Context: an optimization exercise on an open-source flow, tuned for small area, a short achievable clock period and few clock cycles per item. The choices shown serve that exercise and are no tape-out recipe. Where RTL was checked, it was by simulation tests only, not by an equivalence proof against the original. Function not checked in runs 1 to 4: the RTL went through the layout flow alone. Power figures rest on the tool's default switching activity, not on a simulated workload.

File: flow/design.v
`default_nettype none
package esr_pkg;
  localparam logic [10:0] MS_PER_S = 11'd1000;
endpackage
`default_nettype wire
`default_nettype none
module esr_sub #(
  parameter int W = 8
) (
  input  logic [W-1:0] a,
  input  logic [W-1:0] b,
  output logic [W-1:0] d,
  output logic ge
);
  localparam int L = $clog2(W + 1);
  logic [W-1:0] g0, p0;
  logic [W:0] gl [0:2*L];
  logic [W:0] pl [0:2*L];
  assign g0 = a & ~b;
  assign p0 = a ^ ~b;
  assign gl[0] = {g0, 1'b1};
  assign pl[0] = {p0, 1'b0};
  for (genvar l = 0; l < L; l++) begin : g_up
    for (genvar i = 0; i <= W; i++) begin : g_bit
      if (((i + 1) % (2 << l)) == 0) begin : g_node
        assign gl[l+1][i] = gl[l][i] | (pl[l][i] & gl[l][i-(1<<l)]);
        assign pl[l+1][i] = pl[l][i] & pl[l][i-(1<<l)];
      end else begin : g_pass
        assign gl[l+1][i] = gl[l][i];
        assign pl[l+1][i] = pl[l][i];
      end
    end
  end
  for (genvar l = L - 1; l > 0; l--) begin : g_dn
    for (genvar i = 0; i <= W; i++) begin : g_bit
      if (((i + 1) % (1 << l)) == (1 << (l - 1)) && i >= (1 << l)) begin : g_node
        assign gl[2*L-l][i] = gl[2*L-l-1][i] | (pl[2*L-l-1][i] & gl[2*L-l-1][i-(1<<(l-1))]);
        assign pl[2*L-l][i] = pl[2*L-l-1][i] & pl[2*L-l-1][i-(1<<(l-1))];
      end else begin : g_pass
        assign gl[2*L-l][i] = gl[2*L-l-1][i];
        assign pl[2*L-l][i] = pl[2*L-l-1][i];
      end
    end
  end
  assign d = p0 ^ gl[2*L-1][W-1:0];
  assign ge = gl[2*L-1][W];
endmodule
`default_nettype wire
`default_nettype none
module encoder_speed_and_ramped_setpoint_core (
  input  logic clk,
  input  logic rst,
  input  logic psel,
  input  logic penable,
  input  logic pwrite,
  input  logic [4:0] paddr,
  input  logic [31:0] pwdata,
  output logic [31:0] prdata,
  output logic pready,
  input  logic in_valid,
  output logic in_ready,
  input  logic signed [31:0] encoder_count,
  input  logic [31:0] time_ms,
  input  logic signed [16:0] target_speed_mm_s,
  output logic out_valid,
  input  logic out_ready,
  output logic signed [23:0] measured_speed_mm_s,
  output logic signed [20:0] measured_scaled,
  output logic signed [16:0] ramped_speed_mm_s,
  output logic signed [10:0] setpoint_scaled
);
  logic reverse;
  logic [15:0] pulses_per_rev;
  logic [23:0] circumference_um;
  logic [15:0] max_speed_mm_s;
  logic [15:0] max_accel_mm_s2;
  logic cfg_wr;
  assign pready = 1'b1;
  assign cfg_wr = psel & penable & pwrite;
  always_comb begin
    case (paddr[4:2])
      3'd0: prdata = {31'd0, reverse};
      3'd1: prdata = {16'd0, pulses_per_rev};
      3'd2: prdata = {8'd0, circumference_um};
      3'd3: prdata = {16'd0, max_speed_mm_s};
      3'd4: prdata = {16'd0, max_accel_mm_s2};
      default: prdata = '0;
    endcase
  end
  always_ff @(posedge clk) begin
    if (rst) begin
      reverse <= 1'b0;
      pulses_per_rev <= 16'd1;
      circumference_um <= 24'd1;
      max_speed_mm_s <= 16'd1;
      max_accel_mm_s2 <= 16'd2500;
    end else if (cfg_wr) begin
      case (paddr[4:2])
        3'd0: reverse <= pwdata[0];
        3'd1: pulses_per_rev <= pwdata[15:0];
        3'd2: circumference_um <= pwdata[23:0];
        3'd3: max_speed_mm_s <= pwdata[15:0];
        3'd4: max_accel_mm_s2 <= pwdata[15:0];
        default: ;
      endcase
    end
  end
  logic [15:0] ppr_eff;
  logic accel_on;
  assign ppr_eff = (pulses_per_rev == 16'd0) ? 16'd1 : pulses_per_rev;
  assign accel_on = (max_accel_mm_s2 != 16'd0);
  logic signed [31:0] last_enc;
  logic last_rev;
  logic [32:0] last_sample_time;
  logic [32:0] last_ramp_time;
  logic signed [16:0] ramped_speed;
  logic s1_busy, s1_first;
  logic [3:0] s1_cnt;
  logic s1_last;
  logic s1_sgn;                    
  logic s1_neg;                    
  logic s1_dz;                     
  logic [24:0] mx_hi;
  logic [32:0] mx_lo;
  logic [16:0] md_hi;
  logic [32:0] md_lo;
  logic [16:0] mp_hi;
  logic [32:0] mp_lo;
  logic s2a_free;
  logic s1_step, s1_fire;
  assign s1_last = (s1_cnt == 4'd10);
  assign in_ready = s1_busy & s1_last & s2a_free;
  assign s1_fire = in_ready;
  assign s1_step = s1_busy & (!s1_last | s2a_free);
  logic s1_same, c_cur, c_prev;
  logic signed [32:0] ph_ext, lp_term, u_next;
  logic [1:0] u_cin;
  assign s1_same = (reverse == last_rev);
  assign c_cur = encoder_count[31] & encoder_count[0];
  assign c_prev = last_enc[31] & last_enc[0];
  assign ph_ext = {{2{encoder_count[31]}}, encoder_count[31:1]};
  assign lp_term = {{2{last_enc[31]}}, last_enc[31:1]} ^ {33{s1_same}};
  assign u_cin = s1_same ? (2'd1 + {1'b0, c_cur} - {1'b0, c_prev})
                         : ({1'b0, c_cur} + {1'b0, c_prev});
  assign u_next = ph_ext + lp_term + $signed({31'd0, u_cin});
  logic dt_bor, rdt_bor;
  logic [2:0] dt_dig, rdt_dig;
  logic [3:0] dt_cap4, rdt_cap4, dt_dig4, rdt_dig4;
  logic dig_top;
  assign dt_cap4 = {1'b0, time_ms[2:0]} - {1'b0, last_sample_time[2:0]};
  assign rdt_cap4 = {1'b0, time_ms[2:0]} - {1'b0, last_ramp_time[2:0]};
  assign dt_dig4 = {1'b0, md_lo[5:3]} - {1'b0, last_sample_time[5:3]} - {3'd0, dt_bor};
  assign rdt_dig4 = {1'b0, md_lo[5:3]} - {1'b0, last_ramp_time[5:3]} - {3'd0, rdt_bor};
  assign dig_top = (s1_cnt == 4'd9);
  logic [2:0] mx_d;
  logic [24:0] mx_h;
  logic [27:0] mx_sum;
  logic [19:0] md_sum, mp_sum;
  assign mx_d = mx_lo[2:0] ^ {3{s1_sgn}};
  assign mx_h = s1_first ? (s1_sgn ? {1'b0, circumference_um} : 25'd0) : mx_hi;
  assign mx_sum = {3'd0, mx_h} + (mx_d[0] ? {4'd0, circumference_um} : 28'd0)
                               + (mx_d[1] ? {3'd0, circumference_um, 1'b0} : 28'd0)
                               + (mx_d[2] ? {2'd0, circumference_um, 2'b0} : 28'd0);
  assign md_sum = {3'd0, md_hi} + (dt_dig[0] ? {4'd0, ppr_eff} : 20'd0)
                                + (dt_dig[1] ? {3'd0, ppr_eff, 1'b0} : 20'd0)
                                + (dt_dig[2] ? {2'd0, ppr_eff, 2'b0} : 20'd0);
  assign mp_sum = {3'd0, mp_hi} + (rdt_dig[0] ? {4'd0, max_accel_mm_s2} : 20'd0)
                                + (rdt_dig[1] ? {3'd0, max_accel_mm_s2, 1'b0} : 20'd0)
                                + (rdt_dig[2] ? {2'd0, max_accel_mm_s2, 2'b0} : 20'd0);
  always_ff @(posedge clk) begin
    if (rst) begin
      s1_busy <= 1'b0;
      s1_first <= 1'b0;
      s1_cnt <= '0;
    end else if (!s1_busy) begin
      if (in_valid) begin
        s1_busy <= 1'b1;
        s1_first <= 1'b1;
        s1_cnt <= '0;
      end
    end else if (s1_step) begin
      s1_first <= 1'b0;
      s1_cnt <= s1_cnt + 4'd1;
      if (s1_last) s1_busy <= 1'b0;
    end
  end
  always_ff @(posedge clk) begin
    if (!s1_busy) begin
      s1_sgn <= u_next[32];
      s1_neg <= reverse ^ u_next[32];
      mx_hi <= '0;
      mx_lo <= u_next;
      md_hi <= '0;
      md_lo <= {1'b0, time_ms};
      mp_hi <= '0;
      dt_dig <= dt_cap4[2:0];
      rdt_dig <= rdt_cap4[2:0];
      dt_bor <= dt_cap4[3];
      rdt_bor <= rdt_cap4[3];
      s1_dz <= 1'b1;
    end else if (s1_step) begin
      mx_hi <= mx_sum[27:3];
      mx_lo <= {mx_sum[2:0], mx_lo[32:3]};
      md_hi <= md_sum[19:3];
      md_lo <= {md_sum[2:0], md_lo[32:3]};
      mp_hi <= mp_sum[19:3];
      mp_lo <= {mp_sum[2:0], mp_lo[32:3]};
      dt_dig <= {dt_dig4[2] & !dig_top, dt_dig4[1:0]};
      rdt_dig <= {rdt_dig4[2] & !dig_top, rdt_dig4[1:0]};
      dt_bor <= dt_dig4[3];
      rdt_bor <= rdt_dig4[3];
      if (dt_dig != 3'd0) s1_dz <= 1'b0;
    end
  end
  logic [57:0] x_fin;
  logic [49:0] d_fin, p_fin;
  assign x_fin = {mx_sum[27:3], mx_sum[2:0], mx_lo[32:3]};
  assign d_fin = {md_sum[19:3], md_sum[2:0], md_lo[32:3]};
  assign p_fin = {mp_sum[19:3], mp_sum[2:0], mp_lo[32:3]};
  logic a_busy, a_first;
  logic [3:0] a_cnt;
  logic a_last, a_step, a_fire;
  logic [47:0] a_r, a_d;
  logic [22:0] a_q;
  logic a_neg, a_dz, a_ovf;
  logic [9:0] st_r;
  logic [17:0] st_q;
  logic st_sat;
  logic signed [16:0] a_tgt;
  logic b_busy, b_done;
  logic b_free_early, b_fire;
  logic s3_busy;
  assign a_last = (a_cnt == 4'd11);
  assign a_step = a_busy & (!a_last | b_free_early);
  assign a_fire = a_busy & a_last & b_free_early;
  assign s2a_free = !a_busy | a_fire;
  logic [48:0] a_trial, a_diff;
  logic a_ge;
  logic [47:0] a_rn;
  logic a_cmp;
  assign a_trial = {a_r, a_q[22]};
  esr_sub #(.W(49)) u_a_sub (.a(a_trial), .b({1'b0, a_d}), .d(a_diff), .ge(a_ge));
  assign a_rn = a_ge ? a_diff[47:0] : a_trial[47:0];
  esr_sub #(.W(48)) u_a_cmp (.a(a_r), .b(a_d), .d(), .ge(a_cmp));
  logic [10:0] st_t1, st_t2;
  logic [11:0] st_d1, st_d2;
  logic [9:0] st_r1;
  logic st_g1, st_g2;
  assign st_t1 = {st_r, st_q[17]};
  assign st_d1 = {1'b0, st_t1} - {1'b0, esr_pkg::MS_PER_S};
  assign st_g1 = !st_d1[11];
  assign st_r1 = st_g1 ? st_d1[9:0] : st_t1[9:0];
  assign st_t2 = {st_r1, st_q[16]};
  assign st_d2 = {1'b0, st_t2} - {1'b0, esr_pkg::MS_PER_S};
  assign st_g2 = !st_d2[11];
  logic rp_up;
  logic signed [18:0] rp_m, rp_e, rp_x;
  logic rp_snap;
  assign rp_x = a_first ? {{2{ramped_speed[16]}}, ramped_speed} : $signed({st_r[0], st_q});
  assign rp_e = rp_x - {{2{a_tgt[16]}}, a_tgt};
  assign rp_m = rp_up ? ({{2{ramped_speed[16]}}, ramped_speed} + $signed({1'b0, st_q}))
                      : ({{2{ramped_speed[16]}}, ramped_speed} - $signed({1'b0, st_q}));
  assign rp_snap = st_sat | (rp_up ? (!rp_e[18] || (st_r[1] && rp_e == -19'sd1))
                                   : (rp_e[18] || rp_e == 19'sd0 || (st_r[1] && rp_e == 19'sd1)));
  always_ff @(posedge clk) begin
    if (rst) begin
      a_busy <= 1'b0;
      a_first <= 1'b0;
      a_cnt <= '0;
    end else if (s1_fire) begin
      a_busy <= 1'b1;
      a_first <= 1'b1;
      a_cnt <= '0;
    end else if (a_fire) begin
      a_busy <= 1'b0;
    end else if (a_step) begin
      a_first <= 1'b0;
      a_cnt <= a_cnt + 4'd1;
    end
  end
  always_ff @(posedge clk) begin
    if (s1_fire) begin
      a_r <= {13'd0, x_fin[57:23]};
      a_q <= x_fin[22:0];
      a_d <= d_fin[47:0];
      a_neg <= s1_neg;
      a_dz <= s1_dz & (dt_dig == 3'd0);
      st_r <= {1'b0, p_fin[26:18]};
      st_q <= p_fin[17:0];
      st_sat <= (p_fin[49:27] != 23'd0);
      a_tgt <= (target_speed_mm_s == -17'sd65536) ? -17'sd65535 : target_speed_mm_s;
    end else if (a_step) begin
      a_r <= a_rn;
      a_q <= {a_q[21:0], a_ge};
      if (a_first) begin
        a_ovf <= a_cmp;
        rp_up <= rp_e[18] || (rp_e == 19'sd0);
      end
      if (a_cnt < 4'd9) begin
        st_r <= st_g2 ? st_d2[9:0] : st_t2[9:0];
        st_q <= {st_q[15:0], st_g1, st_g2};
      end
      if (a_cnt == 4'd9) begin
        {st_r[0], st_q} <= rp_m;
        st_r[1] <= (st_q == 18'd0);
        if (st_q[17]) st_sat <= 1'b1;
      end
    end
  end
  always_ff @(posedge clk) begin
    if (rst) begin
      last_enc <= '0;
      last_rev <= 1'b0;
      last_sample_time <= '0;
      last_ramp_time <= '0;
      ramped_speed <= '0;
    end else begin
      if (s1_fire) begin
        last_enc <= encoder_count;
        last_rev <= reverse;
        last_sample_time <= {1'b0, time_ms};
      end else if (s1_step) begin
        last_sample_time <= {last_sample_time[2:0], last_sample_time[32:3]};
      end
      if (s1_fire && accel_on) begin
        last_ramp_time <= {1'b0, time_ms};
      end else if (s1_step) begin
        last_ramp_time <= {last_ramp_time[2:0], last_ramp_time[32:3]};
      end
      if (a_step && a_cnt == 4'd10) begin
        if (!accel_on) ramped_speed <= a_tgt;
        else ramped_speed <= rp_snap ? a_tgt : st_q[16:0];
      end
    end
  end
  logic [3:0] b_cnt;
  logic [47:0] b_r, b_d;
  logic [22:0] b_q;
  logic b_neg, b_dz, b_ovf;
  logic signed [16:0] b_ramp;
  logic [15:0] ss_r;
  logic [10:0] ss_q;
  assign b_free_early = !b_busy | (b_done & !s3_busy & !out_valid);
  assign b_fire = b_done & !s3_busy & (!out_valid | out_ready);
  logic [48:0] b_trial, b_diff;
  logic b_ge;
  assign b_trial = {b_r, b_q[22]};
  esr_sub #(.W(49)) u_b_sub (.a(b_trial), .b({1'b0, b_d}), .d(b_diff), .ge(b_ge));
  logic [16:0] rm;
  logic [24:0] z_full;
  assign rm = ramped_speed[16] ? 17'(-ramped_speed) : 17'(ramped_speed);
  assign z_full = {rm, 8'd0} - {8'd0, rm};
  logic [16:0] ss_trial;
  logic [17:0] ss_diff;
  logic ss_ge;
  assign ss_trial = {ss_r, ss_q[10]};
  assign ss_diff = {1'b0, ss_trial} - {2'b00, max_speed_mm_s};
  assign ss_ge = !ss_diff[17];
  always_ff @(posedge clk) begin
    if (rst) begin
      b_busy <= 1'b0;
      b_done <= 1'b0;
      b_cnt <= '0;
    end else if (a_fire) begin
      b_busy <= 1'b1;
      b_done <= 1'b0;
      b_cnt <= '0;
    end else if (b_fire) begin
      b_busy <= 1'b0;
      b_done <= 1'b0;
    end else if (b_busy && !b_done) begin
      b_cnt <= b_cnt + 4'd1;
      if (b_cnt == 4'd10) b_done <= 1'b1;
    end
  end
  always_ff @(posedge clk) begin
    if (a_fire) begin
      b_r <= a_rn;
      b_q <= {a_q[21:0], a_ge};
      b_d <= a_d;
      b_neg <= a_neg;
      b_dz <= a_dz;
      b_ovf <= a_ovf;
      b_ramp <= ramped_speed;
      ss_r <= {3'd0, z_full[23:11]};
      ss_q <= z_full[10:0];
    end else if (b_busy && !b_done) begin
      b_r <= b_ge ? b_diff[47:0] : b_trial[47:0];
      b_q <= {b_q[21:0], b_ge};
      ss_r <= ss_ge ? ss_diff[15:0] : ss_trial[15:0];
      ss_q <= {ss_q[9:0], ss_ge};
    end
  end
  logic signed [23:0] spd_val;
  logic [23:0] spd_mag;
  always_comb begin
    if (b_dz) begin
      spd_val = '0;
      spd_mag = '0;
    end else if (!b_neg) begin
      spd_val = b_ovf ? 24'sh7fffff : $signed({1'b0, b_q});
      spd_mag = b_ovf ? 24'h7fffff : {1'b0, b_q};
    end else begin
      spd_val = b_ovf ? 24'sh800000 : $signed(24'(-{1'b0, b_q}));
      spd_mag = b_ovf ? 24'h800000 : {1'b0, b_q};
    end
  end
  logic signed [10:0] ss_val;
  always_comb begin
    if (max_speed_mm_s == 16'd0) ss_val = -11'sd1;
    else if (!b_ramp[16]) ss_val = ss_q[10] ? 11'sd1023 : $signed({1'b0, ss_q[9:0]});
    else ss_val = ss_q[10] ? -11'sd1023 : $signed(11'(-{1'b0, ss_q[9:0]}));
  end
  logic s3_first;
  logic [3:0] s3_cnt;
  logic [18:0] ms_r;
  logic ms_ovf;
  logic [19:0] ms_q;
  assign ms_q = measured_scaled[19:0];
  logic [31:0] y_full;
  assign y_full = {spd_mag, 8'd0} - {8'd0, spd_mag};
  logic [17:0] ms_m3;
  logic [17:0] ms_t;
  logic [18:0] ms_d1, ms_d2, ms_d3;
  logic [1:0] ms_g;
  logic [15:0] ms_rn;
  always_ff @(posedge clk) ms_m3 <= {2'b00, max_speed_mm_s} + {1'b0, max_speed_mm_s, 1'b0};
  assign ms_t = {ms_r[15:0], ms_q[19:18]};
  assign ms_d1 = {1'b0, ms_t} - {3'd0, max_speed_mm_s};
  assign ms_d2 = {1'b0, ms_t} - {2'd0, max_speed_mm_s, 1'b0};
  assign ms_d3 = {1'b0, ms_t} - {1'd0, ms_m3};
  always_comb begin
    if (!ms_d3[18]) begin
      ms_g = 2'd3;
      ms_rn = ms_d3[15:0];
    end else if (!ms_d2[18]) begin
      ms_g = 2'd2;
      ms_rn = ms_d2[15:0];
    end else if (!ms_d1[18]) begin
      ms_g = 2'd1;
      ms_rn = ms_d1[15:0];
    end else begin
      ms_g = 2'd0;
      ms_rn = ms_t[15:0];
    end
  end
  logic ms_ovf_now;
  logic [18:0] ms_h;
  logic [18:0] ms_hneg;
  logic signed [20:0] ms_final;
  assign ms_ovf_now = s3_first ? (ms_r >= {3'd0, max_speed_mm_s}) : ms_ovf;
  assign ms_h = {1'b0, ms_q[17:0]};
  assign ms_hneg = -ms_h;
  always_comb begin
    if (max_speed_mm_s == 16'd0) ms_final = -21'sd256;
    else if (!measured_speed_mm_s[23])
      ms_final = ms_ovf_now ? 21'sh0fffff : $signed({ms_h, ms_g});
    else if (ms_ovf_now)
      ms_final = 21'sh100000;
    else if (ms_g == 2'd0)
      ms_final = $signed({ms_hneg, 2'b00});
    else
      ms_final = $signed({~ms_h, 2'(-ms_g)});
  end
  always_ff @(posedge clk) begin
    if (rst) begin
      s3_busy <= 1'b0;
      s3_first <= 1'b0;
      s3_cnt <= '0;
      out_valid <= 1'b0;
    end else begin
      if (out_valid && out_ready) out_valid <= 1'b0;
      if (b_fire) begin
        s3_busy <= 1'b1;
        s3_first <= 1'b1;
        s3_cnt <= '0;
      end else if (s3_busy) begin
        s3_first <= 1'b0;
        s3_cnt <= s3_cnt + 4'd1;
        if (s3_cnt == 4'd9) begin
          s3_busy <= 1'b0;
          out_valid <= 1'b1;
        end
      end
    end
  end
  always_ff @(posedge clk) begin
    if (b_fire) begin
      measured_speed_mm_s <= spd_val;
      ramped_speed_mm_s <= b_ramp;
      setpoint_scaled <= ss_val;
      ms_r <= y_full[30:12];
      measured_scaled <= {1'b0, y_full[11:0], 8'd0};
    end else if (s3_busy) begin
      ms_r <= {3'd0, ms_rn};
      if (s3_first) ms_ovf <= ms_ovf_now;
      if (s3_cnt == 4'd9) measured_scaled <= ms_final;
      else measured_scaled[19:0] <= {ms_q[17:0], ms_g};
    end
  end
endmodule
`default_nettype wire
File: flow/run.sh
#!/bin/bash
# synth_recipe.tcl (not shown) runs the flow's synth.tcl, then flattens the netlist and writes it again
# the make line also repeats each setting of config.mk as NAME=value (left out here)
make -C /OpenROAD-flow-scripts/flow DESIGN_CONFIG=/design/flow/config.mk WORK_HOME=/design/flow/orfs CLKGATE_MAP_FILE= SYNTH_SCRIPT=/design/flow/synth_recipe.tcl finish
File: flow/config.mk
export PLATFORM = sky130hd
export DESIGN_NAME = encoder_speed_and_ramped_setpoint_core
export DESIGN_NICKNAME = encoder_speed_and_ramped_setpoint_core
export VERILOG_FILES = /design/flow/design.v
export SDC_FILE = /design/flow/constraint.sdc
export NUM_CORES = 4
export LEC_CHECK = 0
export CAP_MARGIN = 20
export CORE_MARGIN = 2
export CORE_UTILIZATION = 40
export SETUP_SLACK_MARGIN = 3.4
export SLEW_MARGIN = 20
File: flow/constraint.sdc
create_clock -name core_clock -period 8.0 [get_ports {clk}]
set_input_delay 1.6000 -clock core_clock [delete_from_list [all_inputs] [get_ports {clk}]]
set_output_delay 1.6000 -clock core_clock [all_outputs]
set_load 0.01 [all_outputs]
==> results of run 1 <==
flip-flops by register name, summed over array words and instances (netlist names), 18 cells and up:
name / count
last_ramp_time: 33
a_q: 23
b_q: 23
last_enc: 32
st_q: 18
last_sample_time: 33
b_r: 48
b_d: 48
md_lo: 30
mx_hi: 25
a_r: 48
ms_r: 19
mp_lo: 30
measured_scaled: 21
a_d: 48
circumference_um: 24
mx_lo: 33
ms_m3: 18
measured_speed_mm_s: 24
layout by cell type (no fill, tap or decap), types with 122 or more instances in the layout:
cell             Yosys  layout
fa_1               171     159
clkdlybuf4s50_1      0     189
a21o_1             122     122
buf_4               12     156
nor2_1             416     404
dfxtp_1            319     290
nand2_1            772     763
edfxtp_1           504     504
a21oi_1            427     386
xnor2_1            214     200
o21ai_0            331     296
nor3_1             150     145
ha_1               475     453
inv_1              540     522
and2_1             146     137
cells by family (layout without fill, tap and decap cells):
kind of cell	Yosys count	in the layout	synth area share
flip-flops	823	823	0.375
AO/OA/AOI/OAI	1495	1495	0.166
XOR/XNOR	345	345	0.0527
AND/OR/NAND/NOR	1964	1966	0.159
other	2	9	0.000131
adder cells (fa/ha/maj)	646	646	0.163
multiplexers	150	150	0.0272
buffers and inverters	845	1141	0.0562
layout make-up:
class                   count  share of cell area
clock buffers             135              0.0399
clock inverters            47              0.0104
inverters                 545              0.0311
multi-input cells        4611               0.506
flip-flops and latches    823               0.320
well taps                1890              0.0350
repair buffers            411              0.0576
repair inverters            3            0.000389
how the worst max path moves through the flow:
| stage | from | to | slack (ps) | cells past startpoint |
|---|---|---|---|---|
| 2_1_floorplan | measured_scaled[18] | measured_scaled[19] | 2440 | 25 |
| 3_3_place_gp | max_speed_mm_s[2] | measured_scaled[19] | 1670 | 22 |
| 3_5_place_dp | max_speed_mm_s[2] | measured_scaled[19] | 1600 | 22 |
| 4_1_cts | ms_r[0] | measured_scaled[19] | 2110 | 21 |
| 5_1_grt | measured_scaled[18] | measured_scaled[19] | 1990 | 24 |
| 6_report | measured_scaled[18] | measured_scaled[19] | 2170 | 23 |
layer usage:
layer,share of wire,global-route usage
met5,0.000041,0
met4,0.038,0.0836
met3,0.055,0.0305
met2,0.46,0.368
met1,0.45,0.304
power by group:
part / total, mW / internal, mW / switching (mW) / leakage, nW
logic: 1.66 / 0.716 / 0.943 / 18.5
clock network: 4.70 / 2.76 / 1.94 / 1.64
registers: 4.83 / 4.67 / 0.157 / 7.29
total: 11.2 / 8.15 / 3.04 / 27.5
what timing repair did:
| item | CTS | global route |
|---|---|---|
| cloned | 9 | 1 |
| pin swaps | 86 | 92 |
| setup buffers | 98 | 43 |
| hold buffers | 0 | 0 |
| endpoints found under the setup margin | 256 | 158 |
| gates resized for setup | 282 | 130 |
==> results.ini, run 1 <==
[outcome]
outcome = complete, no violations

[global_route]
grtUsageTotal = 0.226
antenna_found_initial = 5
grt_max_degree = 137
grt_pass1_vias = 45133
grt_pass1_wl_mm = 260
overflow = 0

[routing]
num_vias = 46637
drt_wl_total_mm = 169
drc = 0
ant_nets = 0
drtIter0Drc = 3454
routedWlPerCell_um = 20.0
via_per_inst = 5.51
drt_first_pass_iters = 5

[placement]
dp_hpwl_mm = 120
port_buffers = 213
place.gp.congestion = 0.909
place_ws_ps = 1600
dpl-instance-area_sq_um = 61400
dpl.cell_count = 8132

[worst_setup_path]
cp.required_ps = 8490
crit_type = reg -> reg
arrival_ps = 6310
rr_worst_depth = 23
critical-path-max-stage-delay_ps = 450
crit_chain = inv_2 > ha_4 > fa_2 > nor2b_4 > o21a_1 > o21ai_2 > a21oi_2 > a311oi_2 > o311a_1 > o21ai_4 > and2_4 > nor2_4 > ha_4 > or4b_4 > or3_4 > or3_4 > or3_4 > or3_4 > or2_4 > nor4_4 > nor4b_4 > o311ai_1 > a221o_1
crit_top_cell = or3_4
cpMaxStageDelayCell = or4b_4
reg2reg_to = measured_scaled[19]
cp_num_buf_inv = 1
worstPathMaxFanout = 3
cp_top_family = simple AND/OR/NAND/NOR gates
r2r-start = measured_scaled[18]
cp-start-kind = flop
end_kind = flop
reg2reg_slack_ps = 2170

[final_layout]
fin_nets = 7262
seq_area_sq_um = 21600
multi_input_area_sq_um = 34100
fill_cells = 13491
area_delta_synth_final_pct = 17.7
fin_util = 0.475
stdcell_count = 8465
final_area_sq_um = 67500
drive_gt1_frac = 0.107
n_antenna_cell = 0

[hold_path]
whs_endpoint = ramped_speed_mm_s[13]
whs_path_depth = 0
hold_start = b_ramp[13]
holdCritPathClass = reg -> reg

[yosys]
synth-seq-cells = 823
yosysMostFrequentCell = nand2_1
synth_top_cell_by_area = edfxtp_1
yosysSeqAreaShare = 0.375
synth_commonest_cells = nand2_1 (772), inv_1 (540), edfxtp_1 (504), ha_1 (475), a21oi_1 (427)
syn_area_per_cell_sq_um = 9.14
yosysTopAreaCellShare = 0.264
synthArstFlopShare = 0
synth_flop_cell = edfxtp_1
synth_warnings = 7
synth-edff-count = 504
syn_area_sq_um = 57300
synth.distinct_cells = 87
synthTopCellsByArea = edfxtp_1 (26%), dfxtp_1 (11%), ha_1 (10%), fa_1 (6.0%), nand2_1 (5.1%)
synthCells = 6270

[die]
die_width_um = 383
die-area_sq_um = 146000
io_pins = 233
dieHeight_um = 383
rows = 138
start_util = 0.404
core_sq_um = 142000

[timing]
finalSetupViolations = 0
slew_violations = 0
worst_pin_slew_ps = 1100
grt_setup_unrepaired = yes
finalSetupTns_ps = 0
period_share = 0.728
finalHoldViolations = 0
setup_ws_ps = 2170
finClkSkew_ps = 33.1
hold_slack_ps = 416
period_minus_slack_ps = 5830
fmax_mhz = 172
max_slew_margin = 0.269

[power_and_ir_drop]
power_leakage_nw = 27.5
finalPower_mw = 11.2
powerDensity_nw_per_um2 = 166
peakVddDrop_mv = 0.154

[flow_run]
max-cap-violations = 0

[cts]
ctsHtreeMaxLevel = 3
cts-root-buf = clkbuf_16
clock_sinks = 823
clock_path_buffers = 3
cts_tree = done
cts_buffers = 96
clkTransAtPathRegs_ps = 60
clk_latency_ps = 740

==> run 2, diff against run 1 <==
--- a/flow/config.mk
+++ b/flow/config.mk
@@ -7,6 +7,6 @@
 export LEC_CHECK = 0
 export CAP_MARGIN = 20
 export CORE_MARGIN = 2
-export CORE_UTILIZATION = 40
-export SETUP_SLACK_MARGIN = 3.4
+export CORE_UTILIZATION = 55
+export SETUP_SLACK_MARGIN = 3.6
 export SLEW_MARGIN = 20
==> run 2 against run 1 <==
Hold slack improved by 3.6 ps. Sequential share of layout area decreased by 0.20 points. Wire length decreased by 0.88%. Fmax increased by 0.72%. Global-route usage increased by 8.0 points. Critical path depth unchanged. Total power decreased by 0.66%. Sequential cell count unchanged. Register-to-register slack improved by 40 ps. Die area decreased by 27%. Clock power decreased by 5.5%. Core utilization increased by 18 points. Critical endpoint unchanged. Largest power group unchanged.
==> results.ini, run 2 <==
[yosys]
synth_flop_cell = edfxtp_1
synthMuxAreaShare = 0.0272
synth_commonest_cells = nand2_1 (772), inv_1 (540), edfxtp_1 (504), ha_1 (475), a21oi_1 (427)
syn_area_sq_um = 57300
synthCells = 6270
yosysMostFrequentCell = nand2_1
synth_top_cell_by_area = edfxtp_1
synth-edff-count = 504
synth_warnings = 7
synthArstFlopShare = 0
syn_area_per_cell_sq_um = 9.14
yosysSeqAreaShare = 0.375
synth-compound-area-share = 0.166
synth_fa_ha_area_frac = 0.163
synth_xor_area_frac = 0.0527
synth.distinct_cells = 87
yosys.area_share.simple = 0.159
synth-seq-cells = 823
synthTopCellsByArea = edfxtp_1 (26%), dfxtp_1 (11%), ha_1 (10%), fa_1 (6.0%), nand2_1 (5.1%)
yosysTopAreaCellShare = 0.264
synth_top_family_by_area = compound AO/OA/AOI/OAI gates

[hold_path]
holdCritPathClass = reg -> reg
whs_path_depth = 0

[cts]
ctsHtreeMaxLevel = 3
clk_latency_ps = 700
cts-root-buf = clkbuf_16
cts_tree = done
clkTransAtPathRegs_ps = 60
clock_sinks = 823
cts_buffers = 95
clock_path_buffers = 3

[timing]
slew_violations = 0
setup_ws_ps = 2210
finalSetupViolations = 0
period_minus_slack_ps = 5790
max_slew_margin = 0.242
finalHoldViolations = 0
grt_setup_unrepaired = yes
finalSetupTns_ps = 0
finClkSkew_ps = 22.6
worst_pin_slew_ps = 1130
period_share = 0.723
fmax_mhz = 173

[global_route]
overflow = 0
antenna_found_initial = 3
grt_max_degree = 141
grt_pass1_vias = 44487
grt_pass1_wl_mm = 257
grtUsageTotal = 0.305

[worst_setup_path]
arrival_ps = 6230
crit_type = reg -> reg
crit_chain = inv_2 > ha_4 > fa_2 > nor2b_2 > o21a_1 > o21ai_2 > a21oi_2 > a311oi_2 > o311a_1 > o21ai_4 > and2_4 > nor2_4 > ha_4 > or4b_4 > or3_4 > or3_4 > or3_4 > or3_4 > or2_4 > nor4_4 > nor4b_4 > o311ai_1 > a221o_1
r2r-start = measured_scaled[18]
cp.required_ps = 8450
critical-path-max-stage-delay_ps = 450
crit_top_cell = or3_4
worstPathMaxFanout = 3
cp-endpoint = measured_scaled[19]
reg2reg_slack_ps = 2210
end_kind = flop
cpMaxStageDelayCell = or4b_4
rr_worst_depth = 23
reg2reg_to = measured_scaled[19]
startpoint = measured_scaled[18]
cp-start-kind = flop

[power_and_ir_drop]
intPower_mw = 8.04
powerDensity_nw_per_um2 = 164
pwr-share-comb = 0.165
switchingPower_mw = 3.08
p_clk_frac = 0.399
peakVddDrop_mv = 0.169
switching_share = 0.277
pwr-share-seq = 0.435
power_leakage_nw = 27.9

[routing]
drt_wl_total_mm = 167
num_vias = 47068
routedWlPerCell_um = 20.9
drt_first_pass_iters = 6
drc = 0
via_per_inst = 5.87
ant_nets = 0
drtIter0Drc = 3596

[die]
io_pins = 233
dieHeight_um = 327
core_sq_um = 103000
die_width_um = 327
start_util = 0.554
rows = 118
die-area_sq_um = 107000

[flow_run]
max-cap-violations = 0

[final_layout]
drive_gt1_frac = 0.131
fin_nets = 7335
layout_commonest_cell = nand2_1
fin_util = 0.656
most-common-layout-cells = nand2_1 (758), inv_1 (517), edfxtp_1 (504)
area_delta_synth_final_pct = 18.5

[placement]
place_ws_ps = 1630
dp_hpwl_mm = 117
place.gp.congestion = 0.923
port_buffers = 213

[outcome]
outcome = complete, no violations

-- run 2: cell counts after synthesis --
No cell type changed its count.
-- run 2: cells by family (layout without fill, tap and decap cells) --
family,Yosys count,count (layout)
simple gates,1964,1967
compound gates,1495,1496
buf+inv,845,1207
flops,823,823
fa+ha+maj,646,646
xor+xnor,345,346
mux,150,150
other cells,2,10
-- run 2: area by class of cell --
class                   instances  area (sq um)
clock buffers                 121          2550
clock inverters                56           597
multi-input cells            4614         34800
well taps                    1380          1730
inverters                     545          2090
repair inverters                3          26.3
diodes                          1          2.50
fillers                      8596         35600
flip-flops and latches        823         21600
repair buffers                482          4490
-- run 2: per-layer routing --
layer,global-route usage,share of wire,vias up
met3,0.0382,0.055,300
met4,0.107,0.039,0
met1,0.426,0.45,22742
met2,0.491,0.46,1375
li1,-,-,22651
met5,0,0,-
-- run 2: power by group through the flow --
stage / logic [mW] / clock network (mW) / registers (mW)
after floorplan: 1.06 / 0 / 4.86
after global placement: 1.44 / 0 / 4.94
after detailed placement: 1.47 / 0 / 4.95
after CTS: 1.71 / 4.52 / 4.84
after global routing: 2.02 / 4.67 / 4.86
final: 1.84 / 4.44 / 4.84
-- run 2: how the worst min path moves through the flow --
stage | from | endpoint | slack [ps]
3_5_place_dp | b_ramp[12] | ramped_speed_mm_s[12] | 410
4_1_cts | b_ramp[12] | ramped_speed_mm_s[12] | 420
5_1_grt | b_ramp[14] | ramped_speed_mm_s[14] | 420
3_3_place_gp | b_ramp[0] | ramped_speed_mm_s[0] | 400
2_1_floorplan | s1_neg | a_neg | 400
6_report | b_ramp[8] | ramped_speed_mm_s[8] | 420
-- run 2: what timing repair did --
action | 4_1_cts | 5_1_grt
hold buffers | 0 | 0
setup endpoints to repair | 417 | 217
pin swaps | 137 | 162
cloned | 13 | 4
buffers inserted | 136 | 70
resized for setup | 404 | 183
-- run 2: worst max-delay path: cells and delay by family (launching register included) --
kind                     cells  cell delay (ps)
AND/OR/NAND/NOR             11             2830
flip-flops                   1              430
adder cells (fa/ha/maj)      3              520
AO/OA/AOI/OAI                8             1590
buffers and inverters        1              130
-- run 2: through the flow --
stage / cells / hold slack [ps] / cell area [sq um] / power, mW
3_5_place_dp: 7624 / 405 / 60900 / 6.42
2_1_floorplan: 6277 / 400 / 57700 / 5.92
5_1_grt: 8024 / 423 / 67900 / 11.5
3_3_place_gp: 7624 / 401 / 60900 / 6.38
4_1_cts: 7950 / 419 / 66600 / 11.1
6_report: 8025 / 419 / 67900 / 11.1
==> run 3, diff against run 2 <==
--- a/flow/design.v
+++ b/flow/design.v
@@ -213,10 +213,9 @@
     end
   end
   logic [57:0] x_fin;
-  logic [49:0] d_fin, p_fin;
+  logic [49:0] d_fin;
   assign x_fin = {mx_sum[27:3], mx_sum[2:0], mx_lo[32:3]};
   assign d_fin = {md_sum[19:3], md_sum[2:0], md_lo[32:3]};
-  assign p_fin = {mp_sum[19:3], mp_sum[2:0], mp_lo[32:3]};
   logic a_busy, a_first;
   logic [3:0] a_cnt;
   logic a_last, a_step, a_fire;
@@ -285,9 +284,9 @@
       a_d <= d_fin[47:0];
       a_neg <= s1_neg;
       a_dz <= s1_dz & (dt_dig == 3'd0);
-      st_r <= {1'b0, p_fin[26:18]};
-      st_q <= p_fin[17:0];
-      st_sat <= (p_fin[49:27] != 23'd0);
+      st_r <= {1'b0, mp_lo[29:21]};
+      st_q <= mp_lo[20:3];
+      st_sat <= (mp_hi != 17'd0) || (mp_lo[32:30] != 3'd0) || (rdt_dig != 3'd0);
       a_tgt <= (target_speed_mm_s == -17'sd65536) ? -17'sd65535 : target_speed_mm_s;
     end else if (a_step) begin
       a_r <= a_rn;
@@ -444,18 +443,16 @@
       ms_rn = ms_t[15:0];
     end
   end
-  logic ms_ovf_now;
   logic [18:0] ms_h;
   logic [18:0] ms_hneg;
   logic signed [20:0] ms_final;
-  assign ms_ovf_now = s3_first ? (ms_r >= {3'd0, max_speed_mm_s}) : ms_ovf;
   assign ms_h = {1'b0, ms_q[17:0]};
   assign ms_hneg = -ms_h;
   always_comb begin
     if (max_speed_mm_s == 16'd0) ms_final = -21'sd256;
     else if (!measured_speed_mm_s[23])
-      ms_final = ms_ovf_now ? 21'sh0fffff : $signed({ms_h, ms_g});
-    else if (ms_ovf_now)
+      ms_final = ms_ovf ? 21'sh0fffff : $signed({ms_h, ms_g});
+    else if (ms_ovf)
       ms_final = 21'sh100000;
     else if (ms_g == 2'd0)
       ms_final = $signed({ms_hneg, 2'b00});
@@ -493,7 +490,7 @@
       measured_scaled <= {1'b0, y_full[11:0], 8'd0};
     end else if (s3_busy) begin
       ms_r <= {3'd0, ms_rn};
-      if (s3_first) ms_ovf <= ms_ovf_now;
+      if (s3_first) ms_ovf <= (ms_r >= {3'd0, max_speed_mm_s});
       if (s3_cnt == 4'd9) measured_scaled <= ms_final;
       else measured_scaled[19:0] <= {ms_q[17:0], ms_g};
     end
--- a/flow/config.mk
+++ b/flow/config.mk
@@ -7,6 +7,6 @@
 export LEC_CHECK = 0
 export CAP_MARGIN = 20
 export CORE_MARGIN = 2
-export CORE_UTILIZATION = 55
-export SETUP_SLACK_MARGIN = 3.6
+export CORE_UTILIZATION = 40
+export SETUP_SLACK_MARGIN = 3.4
 export SLEW_MARGIN = 20
==> run 3 against run 2 <==
Register-to-register slack better by 640 ps. Synthesized cell count up 0.86%. Non-clock buffer count down 65. Clock power up 3%. Critical path type unchanged. Worst setup slack better by 640 ps. Sequential cell count unchanged. Die area up 38%. Clock skew up 20 ps.
==> results.ini, run 3 <==
[outcome]
outcome = complete, no violations

[worst_setup_path]
crit_type = reg -> reg
cp.required_ps = 8450
arrival_ps = 5600
critical-path-max-stage-delay_ps = 520
r2r-start = s1_sgn
end_kind = flop
reg2reg_slack_ps = 2860
crit_chain = buf_12 > xor2_4 > buf_8 > and2_4 > fa_1 > inv_2 > fa_1 > inv_2 > ha_4 > fa_2 > a21o_1 > a21oi_2 > nor2b_1 > o21a_1 > o41a_1 > a41oi_2 > o31ai_4 > o41ai_2 > buf_4 > o21a_4 > xor2_1 > mux2i_1
cpMaxStageDelayCell = fa_1
rr_worst_depth = 22
cp-start-kind = flop
reg2reg_to = a_r[33]
worstPathMaxFanout = 4

[yosys]
synth_flop_cell = edfxtp_1
syn_area_per_cell_sq_um = 9.14
synth_top_cell_by_area = edfxtp_1
yosysSeqAreaShare = 0.372
synth_commonest_cells = nand2_1 (859), edfxtp_1 (504), inv_1 (482), ha_1 (476), a21oi_1 (421)
yosysTopAreaCellShare = 0.262
synthCells = 6324
synth-edff-count = 504
synthArstFlopShare = 0
synth-seq-cells = 823
synth.distinct_cells = 97
synth_warnings = 7
yosysMostFrequentCell = nand2_1
syn_area_sq_um = 57800
synthTopCellsByArea = edfxtp_1 (26%), dfxtp_1 (11%), ha_1 (10%), fa_1 (5.9%), nand2_1 (5.6%)

[global_route]
grt_max_degree = 136
grtUsageTotal = 0.226
grt_pass1_vias = 45334
grt_pass1_wl_mm = 262
antenna_found_initial = 2
overflow = 0

[hold_path]
hold_start = b_ramp[10]
whs_endpoint = ramped_speed_mm_s[10]
whs_path_depth = 0
holdCritPathClass = reg -> reg

[cts]
clkTransAtPathRegs_ps = 60
clk_latency_ps = 730
ctsHtreeMaxLevel = 3
ctsHoldBuffers = 0
cts-root-buf = clkbuf_16
cts_tree = done
cts_buffers = 97
clock_path_buffers = 3
clock_sinks = 823

[power_and_ir_drop]
peakVddDrop_mv = 0.172
power_leakage_nw = 27.5
powerDensity_nw_per_um2 = 163

[routing]
ant_nets = 0
drtIter0Drc = 3881
via_per_inst = 5.55
drc = 0
drt_wl_total_mm = 171
drt_first_pass_iters = 6
routedWlPerCell_um = 20.0
num_vias = 47414

[timing]
finalHoldViolations = 0
slew_violations = 0
finalSetupViolations = 0
period_share = 0.643
period_minus_slack_ps = 5140
finalSetupTns_ps = 0
fmax_mhz = 194
grt_setup_unrepaired = yes
max_slew_margin = 0.269
finClkSkew_ps = 42.8
hold_slack_ps = 416
worst_pin_slew_ps = 1100
setup_ws_ps = 2860

[placement]
place_ws_ps = 1820
dp_hpwl_mm = 121
dpl.cell_count = 8195
place.gp.congestion = 0.925
port_buffers = 213

[final_layout]
drive_gt1_frac = 0.110
area_delta_synth_final_pct = 17.6
stdcell_count = 8544
most-common-layout-cells = nand2_1 (847), edfxtp_1 (504), inv_1 (465)
layout_commonest_cell = nand2_1
fin_nets = 7326
fin_util = 0.474
fill_cells = 13484

[flow_run]
max-cap-violations = 0

[die]
start_util = 0.403
die_width_um = 384
rows = 139
die-area_sq_um = 148000
dieHeight_um = 384
io_pins = 233
core_sq_um = 143000

[run 3: changes by cell type in the layout (fill, tap and decap cells not counted), sizes merged, moves of 24 or more]
cell / change
and2: -37
buf: -82
inv: -64
nand2: +96
o21ai: +31
xnor2: -25
xor2: +24
[run 3: cells by family after synthesis]
group                      Yosys count  share of synthesized area
AOI/OAI and AO/OA                 1514                      0.169
xor gates and xnor gates           343                     0.0523
adders and majority gates          647                      0.162
buffers and inverters              786                     0.0524
DFF                                823                      0.372
muxes                              147                     0.0267
other                                2                   0.000130
and+or+nand+nor                   2062                      0.165
[run 3: per-stage QoR]
| step | cell area [sq um] | power (mW) |
|---|---|---|
| floorplan | 58100 | 5.86 |
| global placement | 61900 | 6.32 |
| detailed placement | 61900 | 6.35 |
| CTS | 66900 | 11.1 |
| global route | 68000 | 11.5 |
| finish | 68000 | 11.1 |
[run 3: cell type report]
cell class	count	area, sq um	area share
timing repair buffer	417	4050	0.0596
tap	1903	2380	0.0350
inverter	485	1860	0.0274
sequential	823	21600	0.317
clock buffer	129	2670	0.0393
multi-input combinational	4728	34800	0.512
timing repair inverter	2	17.5	0.000258
clock inverter	55	614	0.00904
antenna	2	5.00	0.0000736
[run 3: worst max-delay path: cells and delay by family, from the launching register on]
family | cells | cell delay, ps
mux | 1 | 90
buf+inv | 5 | 580
xor+xnor | 2 | 360
fa+ha+maj | 4 | 1520
simple gates | 2 | 210
compound gates | 8 | 1650
flops | 1 | 420
[run 3: power breakdown]
| group | total, mW | internal [mW] | switching (mW) |
|---|---|---|---|
| Combinational | 1.64 | 0.726 | 0.918 |
| Sequential | 4.85 | 4.67 | 0.175 |
| Clock | 4.59 | 2.66 | 1.93 |
| Total | 11.1 | 8.05 | 3.02 |
[run 3: worst max-delay path by stage]
| stage | start | to | slack [ps] | cells past startpoint |
|---|---|---|---|---|
| finish | s1_sgn | a_r[33] | 2860 | 22 |
| global route | s1_sgn | a_r[33] | 2700 | 22 |
| CTS | s1_sgn | a_r[33] | 2820 | 22 |
| detailed placement | encoder_count[31] | s1_neg | 1820 | 18 |
| global placement | encoder_count[31] | s1_neg | 1870 | 18 |
| floorplan | encoder_count[0] | mx_lo[19] | 2960 | 19 |
[run 3: layer usage]
layer,vias to the layer above,GRT usage,share of wire
li1,22811,-,-
met1,22973,0.308,0.45
met2,1365,0.369,0.46
met3,265,0.0282,0.053
met4,0,0.0750,0.034
met5,-,0,0
[run 3: timing repair]
item,in CTS,in global routing
setup buffers,101,42
endpoints found under the setup margin,234,155
resized for setup,231,166
pin swaps,100,100
gates cloned,15,3
==> run 4, diff against run 3 <==
--- a/flow/design.v
+++ b/flow/design.v
@@ -109,7 +109,7 @@
   logic accel_on;
   assign ppr_eff = (pulses_per_rev == 16'd0) ? 16'd1 : pulses_per_rev;
   assign accel_on = (max_accel_mm_s2 != 16'd0);
-  logic signed [31:0] last_enc;
+  logic signed [31:0] last_nh;
   logic last_rev;
   logic [32:0] last_sample_time;
   logic [32:0] last_ramp_time;
@@ -132,17 +132,14 @@
   assign in_ready = s1_busy & s1_last & s2a_free;
   assign s1_fire = in_ready;
   assign s1_step = s1_busy & (!s1_last | s2a_free);
-  logic s1_same, c_cur, c_prev;
-  logic signed [32:0] ph_ext, lp_term, u_next;
-  logic [1:0] u_cin;
+  logic s1_same;
+  logic signed [33:0] u_w;
+  logic signed [32:0] u_next;
   assign s1_same = (reverse == last_rev);
-  assign c_cur = encoder_count[31] & encoder_count[0];
-  assign c_prev = last_enc[31] & last_enc[0];
-  assign ph_ext = {{2{encoder_count[31]}}, encoder_count[31:1]};
-  assign lp_term = {{2{last_enc[31]}}, last_enc[31:1]} ^ {33{s1_same}};
-  assign u_cin = s1_same ? (2'd1 + {1'b0, c_cur} - {1'b0, c_prev})
-                         : ({1'b0, c_cur} + {1'b0, c_prev});
-  assign u_next = ph_ext + lp_term + $signed({31'd0, u_cin});
+  assign u_w = {{2{encoder_count[31]}}, encoder_count} + {last_nh[31], last_nh, encoder_count[31]};
+  assign u_next = u_w[33:1];
+  logic signed [32:0] nh_w;
+  assign nh_w = ~{encoder_count[31], encoder_count} + 33'sd1 + {32'd0, !encoder_count[31]};
   logic dt_bor, rdt_bor;
   logic [2:0] dt_dig, rdt_dig;
   logic [3:0] dt_cap4, rdt_cap4, dt_dig4, rdt_dig4;
@@ -173,7 +170,7 @@
       s1_first <= 1'b0;
       s1_cnt <= '0;
     end else if (!s1_busy) begin
-      if (in_valid) begin
+      if (in_valid && s1_same) begin
         s1_busy <= 1'b1;
         s1_first <= 1'b1;
         s1_cnt <= '0;
@@ -308,19 +305,23 @@
   end
   always_ff @(posedge clk) begin
     if (rst) begin
-      last_enc <= '0;
+      last_nh <= '0;
       last_rev <= 1'b0;
       last_sample_time <= '0;
       last_ramp_time <= '0;
       ramped_speed <= '0;
     end else begin
       if (s1_fire) begin
-        last_enc <= encoder_count;
+        last_nh <= nh_w[32:1];
         last_rev <= reverse;
         last_sample_time <= {1'b0, time_ms};
       end else if (s1_step) begin
         last_sample_time <= {last_sample_time[2:0], last_sample_time[32:3]};
       end
+      if (!s1_busy && in_valid && !s1_same) begin
+        last_nh <= -last_nh;
+        last_rev <= reverse;
+      end
       if (s1_fire && accel_on) begin
         last_ramp_time <= {1'b0, time_ms};
       end else if (s1_step) begin
@@ -339,8 +340,8 @@
   logic signed [16:0] b_ramp;
   logic [15:0] ss_r;
   logic [10:0] ss_q;
-  assign b_free_early = !b_busy | (b_done & !s3_busy & !out_valid);
   assign b_fire = b_done & !s3_busy & (!out_valid | out_ready);
+  assign b_free_early = !b_busy | b_fire;
   logic [48:0] b_trial, b_diff;
   logic b_ge;
   assign b_trial = {b_r, b_q[22]};
@@ -443,21 +444,13 @@
       ms_rn = ms_t[15:0];
     end
   end
-  logic [18:0] ms_h;
-  logic [18:0] ms_hneg;
   logic signed [20:0] ms_final;
-  assign ms_h = {1'b0, ms_q[17:0]};
-  assign ms_hneg = -ms_h;
   always_comb begin
     if (max_speed_mm_s == 16'd0) ms_final = -21'sd256;
     else if (!measured_speed_mm_s[23])
-      ms_final = ms_ovf ? 21'sh0fffff : $signed({ms_h, ms_g});
-    else if (ms_ovf)
-      ms_final = 21'sh100000;
-    else if (ms_g == 2'd0)
-      ms_final = $signed({ms_hneg, 2'b00});
+      ms_final = ms_ovf ? 21'sh0fffff : $signed({1'b0, ms_q});
     else
-      ms_final = $signed({~ms_h, 2'(-ms_g)});
+      ms_final = ms_ovf ? 21'sh100000 : $signed(21'(-{1'b0, ms_q}));
   end
   always_ff @(posedge clk) begin
     if (rst) begin
@@ -474,7 +467,7 @@
       end else if (s3_busy) begin
         s3_first <= 1'b0;
         s3_cnt <= s3_cnt + 4'd1;
-        if (s3_cnt == 4'd9) begin
+        if (s3_cnt == 4'd10) begin
           s3_busy <= 1'b0;
           out_valid <= 1'b1;
         end
@@ -491,7 +484,7 @@
     end else if (s3_busy) begin
       ms_r <= {3'd0, ms_rn};
       if (s3_first) ms_ovf <= (ms_r >= {3'd0, max_speed_mm_s});
-      if (s3_cnt == 4'd9) measured_scaled <= ms_final;
+      if (s3_cnt == 4'd10) measured_scaled <= ms_final;
       else measured_scaled[19:0] <= {ms_q[17:0], ms_g};
     end
   end
==> run 4 against run 3 <==
Area after synthesis shrank 0.12%. Clock power grew 8.3%. Wire length shrank 1.4%. Sequential share of layout area grew 0.43 points. Combinational power shrank 31%. Via count grew 0.39%. Fmax grew 5.0%. Clock skew grew 46 ps. Register-to-register slack gained 240 ps. Total power shrank 2.2%. Largest cell class unchanged.
==> results.ini, run 4 <==
[routing]
ant_nets = 0
met1_length_mm = 78.3
dr_wl_met3_mm = 11.0
drtIter0Drc = 4185
routedWlPerCell_um = 19.7
drt_first_pass_iters = 6
via_per_inst = 5.54
top_layer = met5
num_vias = 47601
drt_wl_total_mm = 169
drc = 0
wl_met2_mm = 74.3

[power_and_ir_drop]
p_clk_frac = 0.458
pwr-share-seq = 0.437
peakVddDrop_mv = 0.165
finalPower_mw = 10.8
power_leakage_nw = 27.4
pwr-share-comb = 0.105
switching_share = 0.257
powerDensity_nw_per_um2 = 162
intPower_mw = 8.05
switchingPower_mw = 2.78

[worst_setup_path]
end_kind = flop
cp.depth = 22
crit_chain = buf_12 > xor2_4 > buf_6 > buf_4 > and2_1 > fa_1 > inv_1 > fa_1 > inv_1 > ha_1 > o21ai_1 > nand2b_1 > and3_1 > o211ai_1 > nand2_2 > buf_4 > buf_6 > a21o_1 > a21oi_2 > xnor2_2 > nor2_1 > a21oi_1
crit_type = reg -> reg
worstPathMaxFanout = 7
arrival_ps = 5380
reg2reg_to = a_r[25]
cp-start-kind = flop
cp-endpoint = a_r[25]
startpoint = s1_sgn
r2r-start = s1_sgn
cpMaxStageDelayCell = fa_1
rr_worst_depth = 22
cp_top_family = adder cells
cp.required_ps = 8480
reg2reg_slack_ps = 3100
cp_num_buf_inv = 7
critical-path-max-stage-delay_ps = 540

[yosys]
synth_commonest_cells = nand2_1 (879), inv_1 (519), edfxtp_1 (504), nor2_1 (498), a21oi_1 (479)
yosysMostFrequentCell = nand2_1
synth.distinct_cells = 95
yosysSeqAreaShare = 0.373
synth_flop_cell = edfxtp_1
synthMuxAreaShare = 0.0225
synthTopCellsByArea = edfxtp_1 (26%), dfxtp_1 (11%), ha_1 (9.7%), fa_1 (5.9%), nand2_1 (5.7%)
synth_top_family_by_area = simple AND/OR/NAND/NOR gates
synthArstFlopShare = 0
synth-compound-area-share = 0.168
synthCells = 6419
synth-edff-count = 504
yosys.area_share.simple = 0.170
synth_fa_ha_area_frac = 0.156
yosysTopAreaCellShare = 0.262
synth_warnings = 7
syn_area_per_cell_sq_um = 8.99
synth_top_cell_by_area = edfxtp_1
synth_xor_area_frac = 0.0562
syn_area_sq_um = 57700
synth-seq-cells = 823

[die]
dieHeight_um = 384
die-area_sq_um = 147000
rows = 139
start_util = 0.402
die_width_um = 384
core_sq_um = 143000
io_pins = 233

[final_layout]
layout_commonest_cell = nand2_1
final_area_sq_um = 67000
drive_gt1_frac = 0.0895
fin_nets = 7330
most-common-layout-cells = nand2_1 (872), inv_1 (510), edfxtp_1 (504)
area_delta_synth_final_pct = 16.1

[placement]
dpl-instance-area_sq_um = 61600
place.gp.congestion = 0.915
dp_hpwl_mm = 121
port_buffers = 213

[global_route]
grt_pass1_wl_mm = 261
antenna_found_initial = 23
grtUsageTotal = 0.224
overflow = 0
grt_max_degree = 154
grt_pass1_vias = 45430

[cts]
clkTransAtPathRegs_ps = 60
cts_buffers = 96
clock_sinks = 823
cts-root-buf = clkbuf_16
clk_latency_ps = 760
clock_path_buffers = 3
cts_tree = done
ctsHtreeMaxLevel = 3

[timing]
finalSetupTns_ps = 0
finalSetupViolations = 0
grt_setup_unrepaired = yes
period_minus_slack_ps = 4900
finClkSkew_ps = 89.1
max_slew_margin = 0.278
period_share = 0.613
fmax_mhz = 204
finalHoldViolations = 0
worst_pin_slew_ps = 1080
slew_violations = 0

[hold_path]
holdCritPathClass = reg -> reg

[outcome]
outcome = complete, no violations

[flow_run]
max-cap-violations = 0

-- run 4: cell types whose count changed after synthesis, moves of 16 or more --
| cell | previous run | this run |
|---|---|---|
| a21oi_1 | 421 | 479 |
| a211oi_1 | 96 | 55 |
| o21ai_1 | 37 | 14 |
| a22oi_1 | 3 | 27 |
| nor2_1 | 415 | 498 |
| xnor2_1 | 189 | 208 |
| ha_1 | 476 | 447 |
| nand2_1 | 859 | 879 |
| inv_1 | 482 | 519 |
| nand3_1 | 132 | 78 |
| o22ai_1 | 14 | 34 |
| a311oi_1 | 43 | 68 |
| mux2i_1 | 89 | 68 |
| o21ai_0 | 364 | 348 |
-- run 4: final cells by class --
class | count | area, sq um
inverter | 524 | 2000
clock inverter | 62 | 982
tap | 1903 | 2380
sequential | 823 | 21600
timing repair inverter | 2 | 17.5
multi-input combinational | 4782 | 34000
fill | 13546 | 76500
timing repair buffer | 360 | 3390
antenna | 11 | 27.5
clock buffer | 119 | 2630
-- run 4: metal layers --
metal / global-route usage / vias up
met5: 0 / -
met3: 0.0332 / 266
met2: 0.344 / 1373
met4: 0.0741 / 22
met1: 0.322 / 23032
li1: - / 22908
-- run 4: worst register-to-register path: cells and delay by family, from the launching register on --
kind	cells	cell delay, ps
adders and majority gates	3	1410
buffers and inverters	7	880
and+or+nand+nor	5	840
AOI/OAI and AO/OA	5	730
DFF	1	450
xor gates and xnor gates	2	340
-- run 4: power by group through the flow --
stage / clock [mW] / combinational, mW / sequential, mW
4_1_cts: 5.05 / 1.08 / 4.75
2_1_floorplan: 0 / 0.700 / 4.77
6_report: 4.97 / 1.13 / 4.74
5_1_grt: 5.21 / 1.25 / 4.75
3_5_place_dp: 0 / 1.00 / 4.85
3_3_place_gp: 0 / 0.984 / 4.85
-- run 4: kinds of logic (layout without fill, tap and decap cells) --
logic type,after synthesis,count (layout)
fa+ha+maj,616,616
simple gates,2134,2136
buf+inv,823,1067
flops,823,823
other cells,2,20
compound gates,1528,1528
mux,123,123
xor+xnor,370,370
-- run 4: per-stage QoR --
step	hold WS, ps	utilization	setup slack, ps	cells
2_1_floorplan	400	-	2690	6426
3_3_place_gp	404	0.429	1910	8292
3_5_place_dp	405	0.429	1870	8292
4_1_cts	419	0.461	3130	8523
5_1_grt	428	0.467	2930	8581
6_report	417	0.467	3100	8586
-- run 4: repair_timing --
item | in CTS | in global routing
gates resized for setup | 184 | 123
gates cloned | 7 | 0
pin swaps | 52 | 59
endpoints found under the setup margin | 375 | 183
hold buffers | 0 | 0
buffers inserted | 43 | 52
-- run 4: worst min-delay path by stage --
stage                     from                    end  cells past startpoint
floorplan               s1_neg                  a_neg                      0
global placement         a_ovf                  b_ovf                      0
detailed placement  b_ramp[10]  ramped_speed_mm_s[10]                      0
CTS                 b_ramp[10]  ramped_speed_mm_s[10]                      0
global route        b_ramp[12]  ramped_speed_mm_s[12]                      0
finish               b_ramp[0]   ramped_speed_mm_s[0]                      0
==> run 5, diff against run 4 <==
--- a/flow/design.v
+++ b/flow/design.v
@@ -12,7 +12,7 @@
   output logic [W-1:0] d,
   output logic ge
 );
-  localparam int L = $clog2(W + 1);
+  localparam int L = (W < 2) ? 1 : (W < 4) ? 2 : (W < 8) ? 3 : (W < 16) ? 4 : (W < 32) ? 5 : (W < 64) ? 6 : 7;
   logic [W-1:0] g0, p0;
   logic [W:0] gl [0:2*L];
   logic [W:0] pl [0:2*L];
==> run 5 against run 4 <==
Combinational power about the same. Largest cell class unchanged. Clock skew is the same. Total power unchanged. First-iteration DRC count stayed put. Hold slack is the same. Clock power barely moved. Area after synthesis unchanged. Highest routed layer unchanged. Die area is the same. Critical path depth did not move. Core utilization is the same. Critical endpoint unchanged. Via count stayed put. Fmax is the same.
==> results.ini, run 5 <==
[outcome]
outcome = complete, no violations

[worst_setup_path]
critical-path-max-stage-delay_ps = 540
cp-start-kind = flop
crit_type = reg -> reg
cp.required_ps = 8480
arrival_ps = 5380
reg2reg_slack_ps = 3100
rr_worst_depth = 22
crit_chain = buf_12 > xor2_4 > buf_6 > buf_4 > and2_1 > fa_1 > inv_1 > fa_1 > inv_1 > ha_1 > o21ai_1 > nand2b_1 > and3_1 > o211ai_1 > nand2_2 > buf_4 > buf_6 > a21o_1 > a21oi_2 > xnor2_2 > nor2_1 > a21oi_1
r2r-start = s1_sgn
reg2reg_to = a_r[25]
end_kind = flop
worstPathMaxFanout = 7
cpMaxStageDelayCell = fa_1

[die]
rows = 139
die_width_um = 384
die-area_sq_um = 147000
core_sq_um = 143000
dieHeight_um = 384
start_util = 0.402
io_pins = 233

[yosys]
yosysSeqAreaShare = 0.373
synth-edff-count = 504
synth_warnings = 7
synthCells = 6419
synth_flop_cell = edfxtp_1
synth_commonest_cells = nand2_1 (879), inv_1 (519), edfxtp_1 (504), nor2_1 (498), a21oi_1 (479)
synth-seq-cells = 823
yosysMostFrequentCell = nand2_1
yosysTopAreaCellShare = 0.262
synthTopCellsByArea = edfxtp_1 (26%), dfxtp_1 (11%), ha_1 (9.7%), fa_1 (5.9%), nand2_1 (5.7%)
syn_area_per_cell_sq_um = 8.99
synthArstFlopShare = 0
syn_area_sq_um = 57700
synth.distinct_cells = 95
synth_top_cell_by_area = edfxtp_1

[timing]
slew_violations = 0
period_minus_slack_ps = 4900
fmax_mhz = 204
max_slew_margin = 0.278
worst_pin_slew_ps = 1080
finClkSkew_ps = 89.1
setup_ws_ps = 3100
grt_setup_unrepaired = yes
finalSetupTns_ps = 0
finalSetupViolations = 0
finalHoldViolations = 0
period_share = 0.613

[cts]
clock_sinks = 823
ctsHtreeMaxLevel = 3
clock_path_buffers = 3
clk_latency_ps = 760
cts-root-buf = clkbuf_16
clkTransAtPathRegs_ps = 60
cts_tree = done
cts_buffers = 96

[final_layout]
area_delta_synth_final_pct = 16.1
fill_cells = 13546
stdcell_count = 8586
layout_commonest_cell = nand2_1
multi_input_area_sq_um = 34000
fin_util = 0.467
drive_gt1_frac = 0.0895
most-common-layout-cells = nand2_1 (872), inv_1 (510), edfxtp_1 (504)
seq_area_sq_um = 21600
fin_nets = 7330

[global_route]
grtUsageTotal = 0.224
antenna_found_initial = 23
grt_pass1_vias = 45430
overflow = 0
grt_max_degree = 154
grt_pass1_wl_mm = 261

[placement]
place_ws_ps = 1870
dp_hpwl_mm = 121
dpl.cell_count = 8292
place.gp.congestion = 0.915
port_buffers = 213

[hold_path]
whs_path_depth = 0
hold_start = b_ramp[0]
whs_endpoint = ramped_speed_mm_s[0]
holdCritPathClass = reg -> reg

[power_and_ir_drop]
peakVddDrop_mv = 0.165
finalPower_mw = 10.8
powerDensity_nw_per_um2 = 162
power_leakage_nw = 27.4

[routing]
drc = 0
drtIter0Drc = 4185
drt_first_pass_iters = 6
via_per_inst = 5.54
routedWlPerCell_um = 19.7
num_vias = 47601
drt_wl_total_mm = 169
ant_nets = 0

[flow_run]
max-cap-violations = 0

run 5: worst max path at each step:
stage	from	to	slack [ps]	cells after the start
floorplan	out_ready	in_ready	2690	13
global placement	out_ready	in_ready	1910	10
detailed placement	out_ready	in_ready	1870	10
CTS	mx_lo[1]	a_r[33]	3130	20
global route	s1_sgn	a_r[33]	2930	21
finish	s1_sgn	a_r[25]	3100	22
run 5: worst max-delay path, delay by kind of cell, from the launching register on:
family / cells / cell delay [ps]
AO/OA/AOI/OAI: 5 / 730
XOR/XNOR: 2 / 340
adder cells (fa/ha/maj): 3 / 1410
buffers and inverters: 7 / 870
flip-flops: 1 / 450
AND/OR/NAND/NOR: 5 / 820
run 5: cells by family (layout without fill, tap and decap cells):
logic type	after synthesis	in the layout	synth area share
XOR/XNOR	370	370	0.0562
other	2	20	0.000130
flip-flops	823	823	0.373
AND/OR/NAND/NOR	2134	2136	0.170
multiplexers	123	123	0.0225
AO/OA/AOI/OAI	1528	1528	0.168
buffers and inverters	823	1067	0.0547
adder cells (fa/ha/maj)	616	616	0.156
run 5: layer usage:
| metal | global-route usage | share of wire |
|---|---|---|
| met3 | 0.0332 | 0.065 |
| met1 | 0.322 | 0.46 |
| met5 | 0 | 0.0011 |
| met2 | 0.344 | 0.44 |
| met4 | 0.0741 | 0.030 |
run 5: repair_timing:
| item | 4_1_cts | 5_1_grt |
|---|---|---|
| setup buffers | 43 | 52 |
| cloned | 7 | 0 |
| gates resized for setup | 184 | 123 |
| endpoints found under the setup margin | 375 | 183 |
| hold buffers | 0 | 0 |
| pin swaps | 52 | 59 |
run 5: area by class of cell:
cell class	instances	area share
diodes	11	0.000411
clock buffers	119	0.0393
clock inverters	62	0.0147
inverters	524	0.0298
multi-input cells	4782	0.508
flip-flops and latches	823	0.322
well taps	1903	0.0355
repair buffers	360	0.0506
repair inverters	2	0.000261
run 5: report_power, final:
group / internal [mW] / total, mW / switching [mW]
clock network: 2.97 / 4.97 / 2.00
logic: 0.470 / 1.13 / 0.663
registers: 4.62 / 4.74 / 0.121
total: 8.05 / 10.8 / 2.78
run 5: metrics by stage:
step,hold WS (ps),cell area [sq um]
CTS,419,66200
detailed placement,405,61600
global placement,404,61600
global route,428,67000
finish,417,67000
floorplan,400,57800
Testbench counts of run 5, summed over its fixed seeds: cycles 24,204, items 1,920.

-- port drivers added, routing unchanged --
The flow's constraints put no driver on any port. The routed layouts listed below were extracted and timed again, unchanged, in two steps. Step 1 sets driving cells, clkbuf_16 on the clock port and buf_2 on the other inputs (assumed; they add their load-dependent delay and slew). Step 2, shift: input delay + t, output delay - t, t = (earliest + latest rising clock arrival at the registers) / 2. This alone moves slack from input paths to output paths. Slacks: no drivers / after step 1 / after step 2; pairs: no drivers / after step 1.
| run | shift t [ns] | setup slack, ns | worst setup path at the end | pins driven straight from the clock port |
|---|---|---|---|---|
| run 1 | 0.805 | 2.173 / 2.173 / 2.173 | register to register | 1 |
| run 2 | 0.768 | 2.214 / 2.214 / 2.214 | register to register | 1 |
| run 3 | 0.791 | 2.855 / 2.855 / 2.607 | input to register | 1 |
| run 4 | 0.798 | 3.099 / 3.099 / 2.796 | input to register | 1 |
| run 5 | 0.798 | 3.099 / 3.099 / 2.796 | input to register | 1 |
After both steps every run listed still meets setup and hold.
